This is an optimization exercise on Yosys and OpenROAD, whose aim is small area, not a production implementation.
The RTL was checked by simulation tests, not by an equivalence proof against the original design.
Power and IR drop assume default switching activity. The clock port is modelled as an ideal driver; clocking choices that lean on that would not hold on a real chip.

Design scope_top, start of the top module:
module scope_top (
  input  logic                                CLOCK_50,
  input  logic                                hps_fpga_reset_n,
  input  logic [scope_cfg_pkg::adc_width-1:0] adc_bus,
  output logic                                hold_n,
  output logic                                convt,
  output scope_types_pkg::mbox_addr_t         mbox_addr,
  input  scope_types_pkg::mbox_word_u         mbox_rdata,
  input  logic                                host_reading,
  output scope_types_pkg::buf_addr_t          host_addr,
  output logic                                host_write,
  output scope_types_pkg::host_word_t         host_wdata,
  output logic                                host_busy
);
export LEC_CHECK = 0
export ABC_AREA = 1
export CAP_MARGIN = 20
export CORE_MARGIN = 2
export CORE_UTILIZATION = 65
export GPL_TIMING_DRIVEN = 0
export SLEW_MARGIN = 20
export SYNTH_MEMORY_MAX_BITS = 8192
export TNS_END_PERCENT = 0
create_clock -name core_clock -period 10.0 [get_ports {CLOCK_50}]
standard.sh (not shown) runs the stock make flow with config.mk's settings and CLKGATE_MAP_FILE= SYNTH_SCRIPT=/design/flow/synth_recipe.tcl, a recipe that flattens the netlist after the stock synthesis.
==> flow/flow/run.sh <==
#!/bin/bash
# Standard layout, with two changes: port buffers use the smallest buffer, and clock tree
# synthesis inserts no dummy loads. Each tool's output goes to a log file in this folder.
set -e

export BUFFER_PORTS_ARGS="-buffer_cell sky130_fd_sc_hd__buf_1"
export CTS_ARGS="-sink_clustering_enable -repair_clock_nets -sink_clustering_size 35 -sink_clustering_max_diameter 70 -buf_list sky130_fd_sc_hd__clkbuf_16 -dont_use_dummy_load"
bash standard.sh > standard.log 2>&1
==> next run, changes <==
==> flow/flow/run.sh (replaced) <==
#!/bin/bash
# Standard layout, with two changes: port buffers use the smallest buffer, and clock tree
# synthesis inserts no dummy loads. Each tool's output goes to a log file in this folder.
set -e

export BUFFER_PORTS_ARGS="-buffer_cell sky130_fd_sc_hd__buf_1"
export CTS_ARGS="-sink_clustering_enable -repair_clock_nets -sink_clustering_size 38 -sink_clustering_max_diameter 50 -buf_list sky130_fd_sc_hd__clkbuf_16 -dont_use_dummy_load"
bash standard.sh > standard.log 2>&1
- CTS_BUF_LIST: default -> sky130_fd_sc_hd__clkbuf_16
- CTS_CLUSTER_DIAMETER: default -> 80
- CTS_CLUSTER_SIZE: default -> 32
- GPL_TIMING_DRIVEN: 0 -> default
- TNS_END_PERCENT: 0 -> default
Outcome:
- global-route usage went down by 0.68 points
- die area is unchanged
- clock-buffer cell count went up by 53
- area after synthesis does not change
- setup slack improves by 0.63 ns
- maximum frequency went up by roughly a tenth
- via count went down slightly
- total power went up by a few percent
- core utilization went up by 0.39 points
- wire length went down by a few percent
==> next run, changes <==
==> flow/flow/run.sh (replaced) <==
#!/bin/bash
# Standard layout, with two changes: port buffers use the smallest buffer, and clock tree
# synthesis inserts no dummy loads. Each tool's output goes to a log file in this folder.
set -e

export BUFFER_PORTS_ARGS="-buffer_cell sky130_fd_sc_hd__buf_1"
export CTS_ARGS="-sink_clustering_enable -repair_clock_nets -sink_clustering_size 32 -sink_clustering_max_diameter 80 -buf_list sky130_fd_sc_hd__clkbuf_16 -dont_use_dummy_load"
bash standard.sh > standard.log 2>&1
After rerunning: Area after synthesis does not change; register-to-register slack hardly moves; global-route usage is lower by 0.14 points; clock skew falls by 0.015 ns; clock power fell by 9.7%; utilization goes down by 0.69 points; first-iteration DRC count came out higher by 4.5%; wire length fell by 0.69%; power is lower by 3.1%; design area falls by 0.98%; cell count fell by 0.49%.

========
scope_top again, from the RTL that the note above started with.
Settings: LEC_CHECK=0, ABC_AREA=1, CAP_MARGIN=20, CORE_MARGIN=2, CORE_UTILIZATION=65, CTS_BUF_LIST=sky130_fd_sc_hd__clkbuf_16, CTS_CLUSTER_DIAMETER=80, CTS_CLUSTER_SIZE=32, SLEW_MARGIN=20, SYNTH_MEMORY_MAX_BITS=8192; clock period 10.0 ns.
==> flow/flow/run.sh <==
#!/bin/bash
# Standard layout, with two changes: port buffers use the smallest buffer, and clock tree
# synthesis inserts no dummy loads. Each tool's output goes to a log file in this folder.
set -e

export BUFFER_PORTS_ARGS="-buffer_cell sky130_fd_sc_hd__buf_1"
export CTS_ARGS="-sink_clustering_enable -repair_clock_nets -sink_clustering_size 35 -sink_clustering_max_diameter 70 -buf_list sky130_fd_sc_hd__clkbuf_16 -dont_use_dummy_load"
bash standard.sh > standard.log 2>&1
Then changed:
==> flow/run.sh (new file) <==
#!/bin/bash
# synth_recipe.tcl (not shown) runs the flow's synth.tcl, then flattens the netlist and writes it again
# the make line also repeats each setting of config.mk as NAME=value (left out here)
make -C /OpenROAD-flow-scripts/flow DESIGN_CONFIG=/design/flow/config.mk WORK_HOME=/design/flow/orfs CLKGATE_MAP_FILE= SYNTH_SCRIPT=/design/flow/synth_recipe.tcl finish
removed: flow/flow/run.sh
removed: flow/standard.sh
Outcome: Non-clock buffer count rises by 2. Total power rises by 1.4%. Final cell count rises by 0.38%. Global-route usage barely changes. Count of clock-buffer cells in the layout rises by 14. Area after synthesis stays the same.

==> port drivers added, routing unchanged <==
How much do the figures lean on ideal ports? The routed layouts below were timed once more, with nothing changed but the port constraints. Step 1 (the two cells are an assumption about what drives the block):
set clk [get_ports {CLOCK_50}]
set_driving_cell -lib_cell sky130_fd_sc_hd__clkbuf_16 $clk
set_driving_cell -lib_cell sky130_fd_sc_hd__buf_2 [delete_from_list [all_inputs] $clk]
Step 2 also shifts input and output timing later by t, the mid clock arrival at the registers, as if the neighbouring blocks saw the same clock. Slacks: no drivers / after step 1 / after step 2; pairs: no drivers / after step 1.
run	shift t [ns]	setup WS [ns]	hold WS [ns]	clock arrival spread, ns
the first run of note 1	0.905	2.866 / 2.774 / 3.679	0.281 / 0.281 / 0.281	0.087 / 0.087
the second run of note 1	0.930	3.501 / 3.416 / 4.347	0.256 / 0.256 / 0.256	0.103 / 0.103
the third run of note 1	0.896	3.436 / 3.354 / 4.250	0.288 / 0.288 / 0.288	0.081 / 0.082
the first run of note 2	0.892	3.414 / 3.334 / 4.226	0.272 / 0.272 / 0.272	0.084 / 0.084
the second run of note 2	0.923	3.199 / 3.115 / 4.038	0.313 / 0.313 / 0.313	0.034 / 0.034
After both steps every run listed still meets setup and hold.
